What follows belongs to an exercise in optimizing a design on an open flow for small area, a short achievable clock period and few clock cycles; a production flow would make more cautious choices.
RTL that was checked went through simulation tests only; none was proved equivalent to the original.
No activity file was given, so power comes from the tool's default toggle rates.

the reference run:
## note_ring_led_pulse_encoder
module note_ring_led_pulse_encoder (
  input  logic        clk,
  input  logic        rst_n,
  input  logic        in_valid,
  output logic        in_ready,
  input  logic [3:0]  note_first,
  input  logic [3:0]  note_second,
  input  logic [3:0]  note_third,
  input  logic [3:0]  note_fourth,
  output logic        out_valid,
  input  logic        out_ready,
  output logic [3:0]  out_led_index,
  output logic [1:0]  out_color_channel,
  output logic [6:0]  out_level,
  output logic [31:0] out_pulse_pattern,
  output logic        out_last,
  input  logic        cfg_we,
  input  logic [6:0]  cfg_wdata
);
For scale: about 690 cells after synthesis, roughly 76 I/O pins, ~0.0068 mm2 of cells after synthesis.
==> module nrle_kpal, before the edit <==
module nrle_kpal (
  input  logic [3:0]  code,
  input  logic [1:0]  ch,
  output logic [12:0] k,
  output logic [14:0] k3
);
  logic [27:0] kk;
  always_comb begin
    case ({code, ch})
      {4'd1, 2'd1}: kk = {15'd12300, 13'd4100};   
      {4'd2, 2'd0}: kk = {15'd1239, 13'd413};   
      {4'd2, 2'd1}: kk = {15'd11064, 13'd3688};   
      {4'd3, 2'd0}: kk = {15'd3696, 13'd1232};   
      {4'd3, 2'd1}: kk = {15'd8604, 13'd2868};   
      {4'd4, 2'd0}: kk = {15'd3084, 13'd1028};   
      {4'd4, 2'd1}: kk = {15'd7989, 13'd2663};   
      {4'd4, 2'd2}: kk = {15'd1239, 13'd413};   
      {4'd5, 2'd0}: kk = {15'd4071, 13'd1357};   
      {4'd5, 2'd1}: kk = {15'd4071, 13'd1357};   
      {4'd5, 2'd2}: kk = {15'd4071, 13'd1357};   
      {4'd6, 2'd0}: kk = {15'd12300, 13'd4100};   
      {4'd7, 2'd0}: kk = {15'd9852, 13'd3284};   
      {4'd7, 2'd1}: kk = {15'd1845, 13'd615};   
      {4'd7, 2'd2}: kk = {15'd1845, 13'd615};   
      {4'd8, 2'd0}: kk = {15'd5778, 13'd1926};   
      {4'd8, 2'd1}: kk = {15'd987, 13'd329};   
      {4'd8, 2'd2}: kk = {15'd5409, 13'd1803};   
      {4'd9, 2'd0}: kk = {15'd987, 13'd329};   
      {4'd9, 2'd1}: kk = {15'd861, 13'd287};   
      {4'd9, 2'd2}: kk = {15'd10449, 13'd3483};   
      {4'd10, 2'd2}: kk = {15'd12300, 13'd4100};   
      {4'd11, 2'd1}: kk = {15'd6189, 13'd2063};   
      {4'd11, 2'd2}: kk = {15'd6189, 13'd2063};   
      {4'd12, 2'd1}: kk = {15'd10449, 13'd3483};   
      {4'd12, 2'd2}: kk = {15'd1845, 13'd615};   
      default:       kk = {15'd12, 13'd4};   
    endcase
  end
  assign k  = kk[12:0];
  assign k3 = kk[27:13];
endmodule
Settings: LEC_CHECK=0, CAP_MARGIN=20, CORE_MARGIN=2, CORE_UTILIZATION=40, SETUP_SLACK_MARGIN=4.0, SLEW_MARGIN=20; clock period 7.5 ns.
standard.sh (not shown) runs the stock make flow with config.mk's settings and CLKGATE_MAP_FILE= SYNTH_SCRIPT=/design/flow/synth_recipe.tcl, a recipe that flattens the netlist after the stock synthesis.
==> flow/flow/run.sh <==
#!/bin/bash
# The standard layout, with plain buf_1 cells as the port buffers (ORFS's
# buffer_ports otherwise picks clkdlybuf4s50_1 delay cells).
set -e
export BUFFER_PORTS_ARGS="-buffer_cell sky130_fd_sc_hd__buf_1"
bash standard.sh > standard.log 2>&1
Both conditions hold for the reference run: the flow ran to the end and the final layout passed the timing, DRC and antenna checks.
Testbench counts of the reference run, summed over its fixed seeds: cycles 13,848.
Input changes introduced in the trial run (baseline for comparison: the reference run):
--- a/flow/design.v
+++ b/flow/design.v
@@ -8,18 +8,18 @@
   always_comb begin
     case ({code, ch})
       {4'd1, 2'd1}: kk = {15'd12300, 13'd4100};   
-      {4'd2, 2'd0}: kk = {15'd1239, 13'd413};   
+      {4'd2, 2'd0}: kk = {15'd1236, 13'd412};   
       {4'd2, 2'd1}: kk = {15'd11064, 13'd3688};   
       {4'd3, 2'd0}: kk = {15'd3696, 13'd1232};   
       {4'd3, 2'd1}: kk = {15'd8604, 13'd2868};   
       {4'd4, 2'd0}: kk = {15'd3084, 13'd1028};   
       {4'd4, 2'd1}: kk = {15'd7989, 13'd2663};   
-      {4'd4, 2'd2}: kk = {15'd1239, 13'd413};   
-      {4'd5, 2'd0}: kk = {15'd4071, 13'd1357};   
-      {4'd5, 2'd1}: kk = {15'd4071, 13'd1357};   
-      {4'd5, 2'd2}: kk = {15'd4071, 13'd1357};   
+      {4'd4, 2'd2}: kk = {15'd1236, 13'd412};   
+      {4'd5, 2'd0}: kk = {15'd4059, 13'd1353};   
+      {4'd5, 2'd1}: kk = {15'd4059, 13'd1353};   
+      {4'd5, 2'd2}: kk = {15'd4059, 13'd1353};   
       {4'd6, 2'd0}: kk = {15'd12300, 13'd4100};   
-      {4'd7, 2'd0}: kk = {15'd9852, 13'd3284};   
+      {4'd7, 2'd0}: kk = {15'd9840, 13'd3280};   
       {4'd7, 2'd1}: kk = {15'd1845, 13'd615};   
       {4'd7, 2'd2}: kk = {15'd1845, 13'd615};   
       {4'd8, 2'd0}: kk = {15'd5778, 13'd1926};   
@@ -29,8 +29,8 @@
       {4'd9, 2'd1}: kk = {15'd861, 13'd287};   
       {4'd9, 2'd2}: kk = {15'd10449, 13'd3483};   
       {4'd10, 2'd2}: kk = {15'd12300, 13'd4100};   
-      {4'd11, 2'd1}: kk = {15'd6189, 13'd2063};   
-      {4'd11, 2'd2}: kk = {15'd6189, 13'd2063};   
+      {4'd11, 2'd1}: kk = {15'd6156, 13'd2052};   
+      {4'd11, 2'd2}: kk = {15'd6156, 13'd2052};   
       {4'd12, 2'd1}: kk = {15'd10449, 13'd3483};   
       {4'd12, 2'd2}: kk = {15'd1845, 13'd615};   
       default:       kk = {15'd12, 13'd4};   
Between the reference run and the trial run, the flow reports final cell count decreasing slightly.
Looking only at multi-input gate share of total cell area, and setting everything else aside, the higher value of the trial run and the reference run goes to the trial run.
The clock latency on the worst-skew pair was comparable across the trial run and the reference run.
The share of cell area taken by flip-flops and latches on the trial run is in line with that on the reference run.
Summary: mapped cell area, the trial run worse than the reference run
Comparing the trial run and the reference run, combinational group share of total power is higher on the trial run.
Diff the reference run -> the trial run | combinational power | increase of about 6%
Changes observed in the trial run relative to the reference run: ratio of final minimum period to clock period now smaller; via count of the first global-routing pass now larger; area of the multi-input gates now larger.
On share of synthesized cell area in and, or, nand and nor gates, the trial run and the reference run are neck and neck.
Between the reference run and the trial run, clock-buffer cell count decreased.
Testbench counts of the trial run, summed over its fixed seeds: cycles 13,848.

========
note_ring_led_pulse_encoder, a different RTL version from the one above (not shown whole).
For scale: roughly 100 flip-flops, about 76 I/O pins, ~0.0071 sq mm of cells after synthesis.
==> module nrle_kpal, before the edit <==
module nrle_kpal (
  input  logic [3:0]  code,
  input  logic [1:0]  ch,
  output logic [12:0] k,
  output logic [14:0] k3
);
  logic [27:0] kk;
  always_comb begin
    case ({code, ch})
      {4'd1, 2'd1}: kk = {15'd12300, 13'd4100};   
      {4'd2, 2'd0}: kk = {15'd1236, 13'd412};   
      {4'd2, 2'd1}: kk = {15'd11064, 13'd3688};   
      {4'd3, 2'd0}: kk = {15'd3696, 13'd1232};   
      {4'd3, 2'd1}: kk = {15'd8604, 13'd2868};   
      {4'd4, 2'd0}: kk = {15'd3084, 13'd1028};   
      {4'd4, 2'd1}: kk = {15'd7989, 13'd2663};   
      {4'd4, 2'd2}: kk = {15'd1236, 13'd412};   
      {4'd5, 2'd0}: kk = {15'd4059, 13'd1353};   
      {4'd5, 2'd1}: kk = {15'd4059, 13'd1353};   
      {4'd5, 2'd2}: kk = {15'd4059, 13'd1353};   
      {4'd6, 2'd0}: kk = {15'd12300, 13'd4100};   
      {4'd7, 2'd0}: kk = {15'd9840, 13'd3280};   
      {4'd7, 2'd1}: kk = {15'd1845, 13'd615};   
      {4'd7, 2'd2}: kk = {15'd1845, 13'd615};   
      {4'd8, 2'd0}: kk = {15'd5778, 13'd1926};   
      {4'd8, 2'd1}: kk = {15'd987, 13'd329};   
      {4'd8, 2'd2}: kk = {15'd5409, 13'd1803};   
      {4'd9, 2'd0}: kk = {15'd987, 13'd329};   
      {4'd9, 2'd1}: kk = {15'd861, 13'd287};   
      {4'd9, 2'd2}: kk = {15'd10449, 13'd3483};   
      {4'd10, 2'd2}: kk = {15'd12300, 13'd4100};   
      {4'd11, 2'd1}: kk = {15'd6156, 13'd2052};   
      {4'd11, 2'd2}: kk = {15'd6156, 13'd2052};   
      {4'd12, 2'd1}: kk = {15'd10449, 13'd3483};   
      {4'd12, 2'd2}: kk = {15'd1845, 13'd615};   
      default:       kk = {15'd12, 13'd4};   
    endcase
  end
  assign k  = kk[12:0];
  assign k3 = kk[27:13];
endmodule
==> module nrle_emit, before the edit <==
module nrle_emit (
  input  logic        clk,
  input  logic        rst_n,
  output logic        ready,      
  input  logic        load,       
  input  logic [15:0] slots_in,
  input  logic [1:0]  nm1_in,
  input  logic [6:0]  bright_in,
  input  logic        res_ready,
  output logic        res_valid,
  output logic [3:0]  res_led_index,
  output logic [1:0]  res_color_channel,
  output logic [6:0]  res_level,
  output logic        res_last
);
  logic        fresh_r;
  logic [15:0] q_r;
  logic [1:0]  qp_r;
  logic [1:0]  nm1q_r;
  logic [6:0]  brq_r;
  logic        busy_r;
  logic        take_r;     
  logic        ready_r;    
  logic [12:0] k_r;
  logic [14:0] k3_r;
  logic [2:0][4:0] sel_r;
  logic [3:0]  code_r;
  logic [1:0]  nm1_r;
  logic [3:0]  led_r;
  logic [1:0]  ch_r;
  logic        vld_r;
  logic [3:0]  ri_r;
  logic [1:0]  rc_r;
  logic [6:0]  rl_r;
  logic        adv, w_last, w_lastseg, seg_end, start, take;
  logic [3:0]  w_led;
  logic [1:0]  w_ch, ch_nxt;
  logic [3:0]  code_nxt;
  logic [12:0] k_nxt;
  logic [14:0] k3_nxt;
  logic [2:0][4:0] sel_nxt;
  logic [6:0]  level;
  assign w_led = led_r;
  assign w_ch  = ch_r;
  assign w_last = (w_led == 4'd11) && (w_ch == 2'd2);
  always_comb begin
    case (nm1_r)
      2'd0: begin
        seg_end   = 1'b0;
        w_lastseg = 1'b1;
      end
      2'd1: begin
        seg_end   = (w_led == 4'd5);
        w_lastseg = (w_led >= 4'd6);
      end
      2'd2: begin
        seg_end   = (w_led == 4'd3) || (w_led == 4'd7);
        w_lastseg = (w_led >= 4'd8);
      end
      default: begin
        seg_end   = (w_led == 4'd2) || (w_led == 4'd5) || (w_led == 4'd8);
        w_lastseg = (w_led >= 4'd9);
      end
    endcase
  end
  logic       fresh_n, busy_n, wadv;
  logic [3:0] led_n;
  logic [1:0] nm1_n;
  logic       lastseg_n;
  assign wadv    = adv && (start || (busy_r && !w_last));
  assign fresh_n = load || (fresh_r && !(adv && start));
  assign busy_n  = adv ? ((busy_r && !w_last) || fresh_r) : busy_r;
  assign led_n   = (adv && start) ? 4'd0 :
                   (wadv && w_ch == 2'd2) ? led_r + 4'd1 : led_r;
  assign nm1_n   = (adv && start) ? nm1q_r : nm1_r;
  always_comb begin
    case (nm1_n)
      2'd0:    lastseg_n = 1'b1;
      2'd1:    lastseg_n = (led_n >= 4'd6);
      2'd2:    lastseg_n = (led_n >= 4'd8);
      default: lastseg_n = (led_n >= 4'd9);
    endcase
  end
  assign ready = ready_r;
  assign start    = fresh_r && (!busy_r || w_last);
  assign take     = take_r;
  assign ch_nxt   = (w_ch == 2'd2) ? 2'd0 : w_ch + 2'd1;
  assign code_nxt = take ? q_r[4*qp_r +: 4] : code_r;
  nrle_kpal u_kpal (
    .code (code_nxt),
    .ch   (ch_nxt),
    .k    (k_nxt),
    .k3   (k3_nxt)
  );
  nrle_bdig u_bdig (
    .bright (brq_r),
    .sel    (sel_nxt)
  );
  nrle_lane u_lane (
    .k     (k_r),
    .k3    (k3_r),
    .sel   (sel_r),
    .level (level)
  );
  assign adv = !vld_r || res_ready;
  always_ff @(posedge clk) begin
    if (!rst_n) begin
      fresh_r <= 1'b0;
      busy_r  <= 1'b0;
      vld_r   <= 1'b0;
      ch_r    <= 2'd2;
      take_r  <= 1'b1;
      ready_r <= 1'b1;
    end else begin
      ready_r <= !fresh_n && (!busy_n || lastseg_n);
      if (load) begin
        fresh_r <= 1'b1;
      end else if (adv && start) begin
        fresh_r <= 1'b0;
      end
      if (adv) begin
        busy_r <= (busy_r && !w_last) || fresh_r;
        vld_r  <= busy_r;
      end
      if (adv && (start || (busy_r && !w_last))) begin
        ch_r <= ch_nxt;
      end
      if (adv) begin
        take_r <= !((busy_r && !w_last) || fresh_r) ||
                  ((w_ch == 2'd1) && (seg_end || w_led == 4'd11));
      end
    end
  end
  always_ff @(posedge clk) begin
    if (load) begin
      q_r    <= slots_in;
      qp_r   <= 2'd0;
      nm1q_r <= nm1_in;
      brq_r  <= bright_in;
    end else if (adv && take && (start || (busy_r && !w_last))) begin
      qp_r <= qp_r + 2'd1;
    end
    if (adv && start) begin
      led_r <= 4'd0;
    end else if (adv && busy_r && !w_last && w_ch == 2'd2) begin
      led_r <= led_r + 4'd1;
    end
    if (adv && (start || (busy_r && !w_last))) begin
      k_r    <= k_nxt;
      k3_r   <= k3_nxt;
      code_r <= code_nxt;
    end
    if (adv && start) begin
      sel_r <= sel_nxt;
      nm1_r <= nm1q_r;
    end
    if (adv && busy_r) begin
      ri_r <= w_led;
      rc_r <= w_ch;
      rl_r <= level;
    end
  end
  assign res_valid         = vld_r;
  assign res_led_index     = ri_r;
  assign res_color_channel = rc_r;
  assign res_level         = rl_r;
  assign res_last          = (ri_r == 4'd11) && (rc_r == 2'd2);
endmodule
==> flow/config.mk <==
export PLATFORM = sky130hd
export DESIGN_NAME = note_ring_led_pulse_encoder
export DESIGN_NICKNAME = note_ring_led_pulse_encoder
export VERILOG_FILES = /design/flow/design.v
export SDC_FILE = /design/flow/constraint.sdc
export NUM_CORES = 4
export LEC_CHECK = 0
export ABC_AREA = 1
export CAP_MARGIN = 20
export CORE_MARGIN = 2
export CORE_UTILIZATION = 40
export CTS_BUF_LIST = sky130_fd_sc_hd__clkbuf_8
export SETUP_SLACK_MARGIN = 4.3
export SLEW_MARGIN = 20
==> flow/constraint.sdc <==
create_clock -name core_clock -period 7.5 [get_ports {clk}]
set_input_delay 1.5000 -clock core_clock [delete_from_list [all_inputs] [get_ports {clk}]]
set_output_delay 1.5000 -clock core_clock [all_outputs]
set_load 0.01 [all_outputs]
Scripts as last shown in full above: flow/flow/run.sh
The baseline ran to the end with no violations.
Next try:
--- a/flow/design.v
+++ b/flow/design.v
@@ -9,5 +9,5 @@
     case ({code, ch})
       {4'd1, 2'd1}: kk = {15'd12300, 13'd4100};   
-      {4'd2, 2'd0}: kk = {15'd1236, 13'd412};   
+      {4'd2, 2'd0}: kk = {15'd1239, 13'd413};   
       {4'd2, 2'd1}: kk = {15'd11064, 13'd3688};   
       {4'd3, 2'd0}: kk = {15'd3696, 13'd1232};   
@@ -15,10 +15,10 @@
       {4'd4, 2'd0}: kk = {15'd3084, 13'd1028};   
       {4'd4, 2'd1}: kk = {15'd7989, 13'd2663};   
-      {4'd4, 2'd2}: kk = {15'd1236, 13'd412};   
-      {4'd5, 2'd0}: kk = {15'd4059, 13'd1353};   
-      {4'd5, 2'd1}: kk = {15'd4059, 13'd1353};   
-      {4'd5, 2'd2}: kk = {15'd4059, 13'd1353};   
+      {4'd4, 2'd2}: kk = {15'd1239, 13'd413};   
+      {4'd5, 2'd0}: kk = {15'd4071, 13'd1357};   
+      {4'd5, 2'd1}: kk = {15'd4071, 13'd1357};   
+      {4'd5, 2'd2}: kk = {15'd4071, 13'd1357};   
       {4'd6, 2'd0}: kk = {15'd12300, 13'd4100};   
-      {4'd7, 2'd0}: kk = {15'd9840, 13'd3280};   
+      {4'd7, 2'd0}: kk = {15'd9852, 13'd3284};   
       {4'd7, 2'd1}: kk = {15'd1845, 13'd615};   
       {4'd7, 2'd2}: kk = {15'd1845, 13'd615};   
@@ -30,6 +30,6 @@
       {4'd9, 2'd2}: kk = {15'd10449, 13'd3483};   
       {4'd10, 2'd2}: kk = {15'd12300, 13'd4100};   
-      {4'd11, 2'd1}: kk = {15'd6156, 13'd2052};   
-      {4'd11, 2'd2}: kk = {15'd6156, 13'd2052};   
+      {4'd11, 2'd1}: kk = {15'd6189, 13'd2063};   
+      {4'd11, 2'd2}: kk = {15'd6189, 13'd2063};   
       {4'd12, 2'd1}: kk = {15'd10449, 13'd3483};   
       {4'd12, 2'd2}: kk = {15'd1845, 13'd615};   
@@ -142,5 +142,4 @@
   logic        busy_r;
   logic        take_r;     
-  logic        ready_r;    
   logic [12:0] k_r;
   logic [14:0] k3_r;
@@ -185,23 +184,5 @@
     endcase
   end
-  logic       fresh_n, busy_n, wadv;
-  logic [3:0] led_n;
-  logic [1:0] nm1_n;
-  logic       lastseg_n;
-  assign wadv    = adv && (start || (busy_r && !w_last));
-  assign fresh_n = load || (fresh_r && !(adv && start));
-  assign busy_n  = adv ? ((busy_r && !w_last) || fresh_r) : busy_r;
-  assign led_n   = (adv && start) ? 4'd0 :
-                   (wadv && w_ch == 2'd2) ? led_r + 4'd1 : led_r;
-  assign nm1_n   = (adv && start) ? nm1q_r : nm1_r;
-  always_comb begin
-    case (nm1_n)
-      2'd0:    lastseg_n = 1'b1;
-      2'd1:    lastseg_n = (led_n >= 4'd6);
-      2'd2:    lastseg_n = (led_n >= 4'd8);
-      default: lastseg_n = (led_n >= 4'd9);
-    endcase
-  end
-  assign ready = ready_r;
+  assign ready = !fresh_r && (!busy_r || w_lastseg);
   assign start    = fresh_r && (!busy_r || w_last);
   assign take     = take_r;
@@ -232,7 +213,5 @@
       ch_r    <= 2'd2;
       take_r  <= 1'b1;
-      ready_r <= 1'b1;
     end else begin
-      ready_r <= !fresh_n && (!busy_n || lastseg_n);
       if (load) begin
         fresh_r <= 1'b1;
First-iteration DRC count goes down by 24%.
Global-route usage came out higher by 0.56 points.
Flip-flop and latch count came out lower by 1.
Via count goes up by about 0.7%.
Core utilization goes down by 0.61 points.
Area after synthesis drops by about 1.7%.
Total power went down by 14%.
Critical path depth went down by 5.
Testbench counts after the change, summed over its fixed seeds: cycles 13,848.
Function not checked in the first run of this note: the RTL went through the layout flow alone.

-- re-timing with driven ports --
In the flow no input, the clock included, has a driving cell. The finished layouts below were timed again as built, in two steps.
Step 1, drivers: a clkbuf_16 drives clk and a buf_2 each remaining input, both assumed.
Step 2 times the ports against the registers' clock, not the clock port: input delays grow and output delays shrink by t, the midpoint of the rising clock arrivals with the driver on.
Slacks: ideal ports / drivers / drivers and shift; pairs: ideal ports / drivers.
run | t, ns | slack for setup (ns) | worst setup path at the end | slew at the worst register clock pin (ns) | pins driven straight from the clock port
the reference run | 0.392 | 4.066 / 4.066 / 3.905 | input to register | 0.07 / 0.07 | 1
the trial run | 0.393 | 4.103 / 4.103 / 3.885 | input to register | 0.07 / 0.07 | 1
the first run of note 2 | 0.407 | 4.379 / 4.379 / 4.204 | input to register | 0.10 / 0.10 | 1
the second run of note 2 | 0.408 | 4.355 / 4.318 / 4.173 | input to register | 0.10 / 0.10 | 1
After both steps every run listed still meets setup and hold. For the trial run, which loses most, drivers alone change the setup slack by 0.000 ns; drivers and shift together by -0.218 ns.
